From an optimization exercise on the open Yosys and OpenROAD flow, aimed at small area, a short achievable clock period and few clock cycles per item; shortcuts taken in it are not production practice.
Only simulation tests tie the RTL to the original design; equivalence was not proved.
Power figures rest on the tool's default switching activity, not on a simulated workload.

Design step_detector_cadence_core, start of the top module:
module step_detector_cadence_core #(
   parameter int COUNT_WIDTH = sdc_pkg::COUNT_WIDTH_DEF
) (
   input  logic                                  clock,
   input  logic                                  reset,
   input  logic                                  csr_we,
   input  logic [sdc_pkg::CSR_IDX_W-1:0]         csr_index,
   input  logic [sdc_pkg::CSR_DATA_W-1:0]        csr_wdata,
   input  logic                                  req_valid,
   output logic                                  req_stall,
   input  logic signed [sdc_pkg::ACCEL_W-1:0]    req_accel_x,
   input  logic signed [sdc_pkg::ACCEL_W-1:0]    req_accel_y,
   input  logic signed [sdc_pkg::ACCEL_W-1:0]    req_accel_z,
   input  logic [sdc_pkg::TIME_W-1:0]            req_time_ms,
   input  logic                                  req_clear_count,
   output logic                                  rsp_valid,
   input  logic                                  rsp_stall,
   output logic                                  rsp_stepped,
   output logic [sdc_pkg::STEP_COUNT_W-1:0]      rsp_step_count,
   output logic [sdc_pkg::CAD_W-1:0]             rsp_cadence
);
==> flow/config.mk <==
export PLATFORM = sky130hd
export DESIGN_NAME = step_detector_cadence_core
export DESIGN_NICKNAME = step_detector_cadence_core
export VERILOG_FILES = /design/flow/design.v
export SDC_FILE = /design/flow/constraint.sdc
export NUM_CORES = 4
export LEC_CHECK = 0
export ABC_CLOCK_PERIOD_IN_PS = 5000
export CAP_MARGIN = 20
export CELL_PAD_IN_SITES_DETAIL_PLACEMENT = 0
export CELL_PAD_IN_SITES_GLOBAL_PLACEMENT = 0
export CORE_MARGIN = 2
export CORE_UTILIZATION = 40
export PLACE_DENSITY = 0.8
export SETUP_SLACK_MARGIN = 4.0
export SLEW_MARGIN = 20
==> flow/constraint.sdc <==
create_clock -name core_clock -period 9.0 [get_ports {clock}]
set_input_delay 1.8000 -clock core_clock [delete_from_list [all_inputs] [get_ports {clock}]]
set_output_delay 1.8000 -clock core_clock [all_outputs]
set_load 0.01 [all_outputs]
standard.sh (not shown) runs the stock make flow with config.mk's settings and CLKGATE_MAP_FILE= SYNTH_SCRIPT=/design/flow/synth_recipe.tcl, a recipe that flattens the netlist after the stock synthesis.
==> flow/flow/run.sh <==
#!/bin/bash
# Layout: the standard flow, with the port buffers made plain buffers (buf_4) instead of
# the delay-cell buffers buffer_ports picks by default. Each tool's output goes to its own log.
cp standard.sh standard_sh.log
export BUFFER_PORTS_ARGS="-buffer_cell sky130_fd_sc_hd__buf_4"
bash standard.sh > standard.log 2>&1
Testbench counts at the start, summed over its fixed seeds: cycles 14,880, items 12,000.
Change:
--- a/flow/config.mk
+++ b/flow/config.mk
@@ -10,2 +9,0 @@
-export CELL_PAD_IN_SITES_DETAIL_PLACEMENT = 0
-export CELL_PAD_IN_SITES_GLOBAL_PLACEMENT = 0
@@ -14,2 +12,3 @@
-export PLACE_DENSITY = 0.8
-export SETUP_SLACK_MARGIN = 4.0
+export CTS_CLUSTER_DIAMETER = 100
+export CTS_CLUSTER_SIZE = 30
+export SETUP_SLACK_MARGIN = 4.2
Effect:
- die area is unchanged
- wire length goes up by about 1.5%
- non-clock buffer count went up by 60
- global-route usage rises by 0.61 points
- sequential share of layout area is about the same
- worst setup slack is better by 0.21 ns
Change:
--- a/flow/config.mk
+++ b/flow/config.mk
@@ -13,0 +14 @@
+export PLACE_DENSITY = 0.7
Outcome: The new run produced a clean layout. Clock skew climbs by 0.014 ns. Wire length falls by a few percent. Core utilization decreases by 0.13 points. Design area hardly moves.
Change:
--- a/flow/config.mk
+++ b/flow/config.mk
@@ -14,2 +14 @@
-export PLACE_DENSITY = 0.7
-export SETUP_SLACK_MARGIN = 4.2
+export SETUP_SLACK_MARGIN = 4.4
What happened: Final area went up by 2.6%. Core utilization rises by 1.2 points. Worst setup slack improves by 0.12 ns. Register-to-register slack improves by 0.05 ns. Critical path depth climbs by 6. Non-clock buffer count went up by 41. Global-route usage increases by 0.88 points. Total power climbs by 3.5%. Via count went down by 1.1%. Wire length climbs by 4.0%.
Change:
--- a/flow/config.mk
+++ b/flow/config.mk
@@ -14 +14,2 @@
-export SETUP_SLACK_MARGIN = 4.4
+export GPL_ROUTABILITY_DRIVEN = 0
+export SETUP_SLACK_MARGIN = 4.2
=> Worst setup slack gets worse by 0.074 ns; power falls by 2.7%; synthesized area does not change; routed wire length falls by 1.1%; via count decreases by 0.79%; non-clock buffer count went down by 45; global-route usage drops by 0.13 points.

* * *

v38:
step_detector_cadence_core, a different RTL version from the one above (not shown whole).
Size in the first run: ~4000 cells after synthesis, about 480 flip-flops, about 150 I/O pins, about 0.038 mm^2 of cells after synthesis.
export LEC_CHECK = 0
export ABC_CLOCK_PERIOD_IN_PS = 5000
export CAP_MARGIN = 20
export CORE_MARGIN = 2
export CORE_UTILIZATION = 40
export SETUP_SLACK_MARGIN = 3.8
export SLEW_MARGIN = 20
create_clock -name core_clock -period 9.0 [get_ports {clock}]
Scripts as last shown in full above: flow/flow/run.sh
Testbench counts of v38, summed over its fixed seeds: cycles 14,880, items 12,000.
Changes in v47 relative to v38:
Settings: SETUP_SLACK_MARGIN changed from 3.8 to 4.4.
==> notes.md <==
[compare] base=v38 new=v47: number of flops mapped to enable cells by yosys closely matched the old numbers, part of the cycle the worst path needs fell 1.7 points.
Per the comparison of v47 with v38, overall power after layout increased by 8.8% relative to the old numbers; routed wire length now larger; non-clock buffer count now sits higher.
v38 reports its critical path startpoint as req_accel_x[11] while v47 reports d2_ff[12].
Changes in v30 relative to v47:
Settings: SETUP_SLACK_MARGIN: 4.4 -> 3.0.
==> flow/run.sh (new file) <==
#!/bin/bash
# synth_recipe.tcl (not shown) runs the flow's synth.tcl, then flattens the netlist and writes it again
# the make line also repeats each setting of config.mk as NAME=value (left out here)
make -C /OpenROAD-flow-scripts/flow DESIGN_CONFIG=/design/flow/config.mk WORK_HOME=/design/flow/orfs CLKGATE_MAP_FILE= SYNTH_SCRIPT=/design/flow/synth_recipe.tcl finish
removed: flow/flow/run.sh
removed: flow/standard.sh
- Power: v30 draws less than v47
- Relative to v47, the number of non-filler instances in the completed layout measured on v30 has decreased by a few percent.
- Design area delta for v30 relative to v47: 5.9% lower
- Portion of total power attributed to sequential cells: v30 > v47
- Between v47 and v30, count of clock buffers in the final design increased.
- v47 has lower slew at the pin with the worst max-slew slack than v30.
- Compared with v47, in v30 routed wire length decreased by 5.9% relative to the old numbers; net count reported at finish fell 164.
- v30: area added between synthesis and finish 7.0 points below v47
- Largest incremental delay on the critical path: v30 > v47
## Diff of input files: v56 against v30
Settings: changing SETUP_SLACK_MARGIN from 3.0 to 4.0.
==> flow/flow/run.sh (new file) <==
#!/bin/bash
# Layout: the standard flow, with the port buffers made plain buffers (buf_4) instead of
# the delay-cell buffers buffer_ports picks by default. Each tool's output goes to its own log.
cp standard.sh standard_sh.log
export BUFFER_PORTS_ARGS="-buffer_cell sky130_fd_sc_hd__buf_4"
bash standard.sh > standard.log 2>&1
==> flow/standard.sh (new file) <==
#!/bin/bash
# synth_recipe.tcl (not shown) runs the flow's synth.tcl, then flattens the netlist and writes it again
# the make line also repeats each setting of config.mk as NAME=value (left out here)
make -C /OpenROAD-flow-scripts/flow DESIGN_CONFIG=/design/flow/config.mk WORK_HOME=/design/flow/orfs CLKGATE_MAP_FILE= SYNTH_SCRIPT=/design/flow/synth_recipe.tcl "${@:-finish}"
removed: flow/run.sh
v56 ends up with a global-route usage that is 0.18 points higher than in v30.
Going from v30 to v56, wire length of the first global-routing pass grew slightly.
Looking at combinational power share, v56 sits 0.6 points higher than v30 does.
Multi-input gate share of the layout cell area (lower): v30
diff inputs: v56 => v32
Settings: ABC_CLOCK_PERIOD_IN_PS: 5000 -> 4500; SETUP_SLACK_MARGIN: 4.0 -> 4.7.
==> flow/run.sh (new file) <==
#!/bin/bash
# synth_recipe.tcl (not shown) runs the flow's synth.tcl, then flattens the netlist and writes it again
# the make line also repeats each setting of config.mk as NAME=value (left out here)
make -C /OpenROAD-flow-scripts/flow DESIGN_CONFIG=/design/flow/config.mk WORK_HOME=/design/flow/orfs CLKGATE_MAP_FILE= SYNTH_SCRIPT=/design/flow/synth_recipe.tcl finish
removed: flow/flow/run.sh
removed: flow/standard.sh
## What came out
Compared with v56, v32 shows internal cell power that has gone up by more than 10%. In the reports for v32 and v56, the larger share of the final layout cell area in sequential cells belongs to v56. Lower utilization was reported by v56, not v32.

* * *

Starting RTL as in the previous note.
==> flow/config.mk <==
export PLATFORM = sky130hd
export DESIGN_NAME = step_detector_cadence_core
export DESIGN_NICKNAME = step_detector_cadence_core
export VERILOG_FILES = /design/flow/design.v
export SDC_FILE = /design/flow/constraint.sdc
export NUM_CORES = 4
export LEC_CHECK = 0
export ABC_CLOCK_PERIOD_IN_PS = 5000
export CAP_MARGIN = 20
export CORE_MARGIN = 2
export CORE_UTILIZATION = 40
export CTS_CLUSTER_DIAMETER = 100
export CTS_CLUSTER_SIZE = 30
export SETUP_SLACK_MARGIN = 4.0
export SLEW_MARGIN = 20
==> flow/constraint.sdc <==
create_clock -name core_clock -period 9.0 [get_ports {clock}]
set_input_delay 1.8000 -clock core_clock [delete_from_list [all_inputs] [get_ports {clock}]]
set_output_delay 1.8000 -clock core_clock [all_outputs]
set_load 0.01 [all_outputs]
==> flow/flow/run.sh <==
#!/bin/bash
# Layout: the standard flow, with the port buffers made plain buffers (buf_4) instead of
# the delay-cell buffers buffer_ports picks by default. Each tool's output goes to its own log.
cp standard.sh standard_sh.log
export BUFFER_PORTS_ARGS="-buffer_cell sky130_fd_sc_hd__buf_4"
bash standard.sh > standard.log 2>&1
Testbench counts at the start, summed over its fixed seeds: cycles 14,880, items 12,000.
==> next run, changes <==
Settings changed: ABC_CLOCK_PERIOD_IN_PS 5000 to 6000, CTS_CLUSTER_DIAMETER 100 to not set, CTS_CLUSTER_SIZE 30 to not set.
After rerunning: The changed run passed the timing, DRC and antenna checks; routed wire length goes up by 0.63%; cell area goes up by 2.0%; combinational power stays flat; fmax barely changes; setup slack degrades by 0.0084 ns; power goes up by 4.8%; hold slack degrades by 0.0068 ns; sequential power hardly moves; critical path depth is unchanged; first-iteration DRC count goes down by 2.9%; synthesized area is unchanged.
==> next run, changes <==
==> flow/run.sh (new file) <==
#!/bin/bash
# synth_recipe.tcl (not shown) runs the flow's synth.tcl, then flattens the netlist and writes it again
# the make line also repeats each setting of config.mk as NAME=value (left out here)
make -C /OpenROAD-flow-scripts/flow DESIGN_CONFIG=/design/flow/config.mk WORK_HOME=/design/flow/orfs CLKGATE_MAP_FILE= SYNTH_SCRIPT=/design/flow/synth_recipe.tcl finish
Settings changed: ABC_CLOCK_PERIOD_IN_PS 6000 to 5000, CORE_UTILIZATION 40 to 60.
removed: flow/flow/run.sh
removed: flow/standard.sh
What happened:
- utilization rose by 25 points
- non-clock buffer count grows by 85
- fmax fell by 1.9%
- final cell count came out lower by 6.2%
- area after synthesis is unchanged
==> next run, changes <==
Settings changed: CORE_UTILIZATION 60 to 40.
What happened:
- The new run went through all stages and came out clean
- routed wire length fell by 2.4%
- utilization came out lower by 24 points
- non-clock buffer count goes down by 18
- global-route usage fell by 12 points
- worst setup slack gains 0.038 ns
- via count fell by 3.9%
- die area came out higher by 49%
- cell area increases by 0.44%
- flip-flop and latch count stays the same
- maximum frequency increases by 0.76%
- sequential share of layout area decreases by 0.12 points
==> next run, changes <==
==> flow/flow/run.sh (new file) <==
#!/bin/bash
# Layout: the standard flow, with the port buffers made plain buffers (buf_4) instead of
# the delay-cell buffers buffer_ports picks by default. Each tool's output goes to its own log.
cp standard.sh standard_sh.log
export BUFFER_PORTS_ARGS="-buffer_cell sky130_fd_sc_hd__buf_4"
bash standard.sh > standard.log 2>&1
==> flow/standard.sh (new file) <==
#!/bin/bash
# synth_recipe.tcl (not shown) runs the flow's synth.tcl, then flattens the netlist and writes it again
# the make line also repeats each setting of config.mk as NAME=value (left out here)
make -C /OpenROAD-flow-scripts/flow DESIGN_CONFIG=/design/flow/config.mk WORK_HOME=/design/flow/orfs CLKGATE_MAP_FILE= SYNTH_SCRIPT=/design/flow/synth_recipe.tcl "${@:-finish}"
Settings changed: CELL_PAD_IN_SITES_DETAIL_PLACEMENT set to 0, CELL_PAD_IN_SITES_GLOBAL_PLACEMENT set to 0, PLACE_DENSITY set to 0.8.
removed: flow/run.sh
Wire length falls by 3.6%.
Combinational power stays flat.
Setup slack degrades by 0.032 ns.
Non-clock buffer count drops by 71.
Clock power hardly moves.
Clock skew falls by 0.023 ns.

[afterwards: timing with drivers on the ports]
The flow's constraints put no driver on any port. The routed layouts listed below were extracted and timed again, unchanged, in two steps. Step 1 sets driving cells, clkbuf_16 on the clock port and buf_2 on the other inputs (assumed; they add their load-dependent delay and slew). Step 2 moves the port delays by t, midway between the first and last clock arrival at a register: inputs arrive t later, outputs are due t later. That takes back most of the time a late clock gives input paths. Slacks: ideal ports / drivers / drivers and shift; pairs: ideal ports / drivers.
run	t (ns)	setup WS [ns]	hold WS [ns]	worst setup path at the end	cell pins on the clock port's net
the first run of note 1	0.694	4.021 / 4.004 / 3.355	0.419 / 0.419 / 0.419	input to register	1
the second run of note 1	0.701	4.227 / 4.192 / 3.580	0.450 / 0.450 / 0.450	input to register	1
the third run of note 1	0.671	4.186 / 4.146 / 3.597	0.456 / 0.456 / 0.456	input to register	1
the fourth run of note 1	0.698	4.301 / 4.321 / 3.623	0.446 / 0.446 / 0.446	input to register	1
the fifth run of note 1	0.701	4.227 / 4.192 / 3.580	0.450 / 0.450 / 0.450	input to register	1
v38	0.696	3.849 / 3.872 / 3.186	0.437 / 0.437 / 0.437	input to register	1
v47	0.714	4.000 / 4.000 / 3.562	0.438 / 0.438 / 0.438	input to register	1
v30	0.708	3.293 / 3.310 / 2.627	0.424 / 0.424 / 0.424	input to register	1
v56	0.689	4.046 / 4.069 / 3.394	0.453 / 0.453 / 0.453	input to register	1
v32	0.725	3.869 / 3.869 / 3.447	0.423 / 0.423 / 0.423	input to register	1
the first run of note 3	0.689	4.055 / 4.070 / 3.402	0.459 / 0.459 / 0.459	input to register	1
the second run of note 3	0.689	4.046 / 4.069 / 3.394	0.453 / 0.453 / 0.453	input to register	1
the third run of note 3	0.690	3.953 / 3.953 / 3.407	0.420 / 0.420 / 0.420	input to register	1
the fourth run of note 3	0.701	3.991 / 4.004 / 3.332	0.450 / 0.450 / 0.450	input to register	1
the fifth run of note 3	0.699	3.958 / 3.958 / 3.374	0.425 / 0.425 / 0.425	input to register	1
After both steps setup and hold are still met in every run listed. For the fourth run of note 1, which loses most, drivers alone change the setup slack by +0.020 ns; drivers and shift together by -0.678 ns.
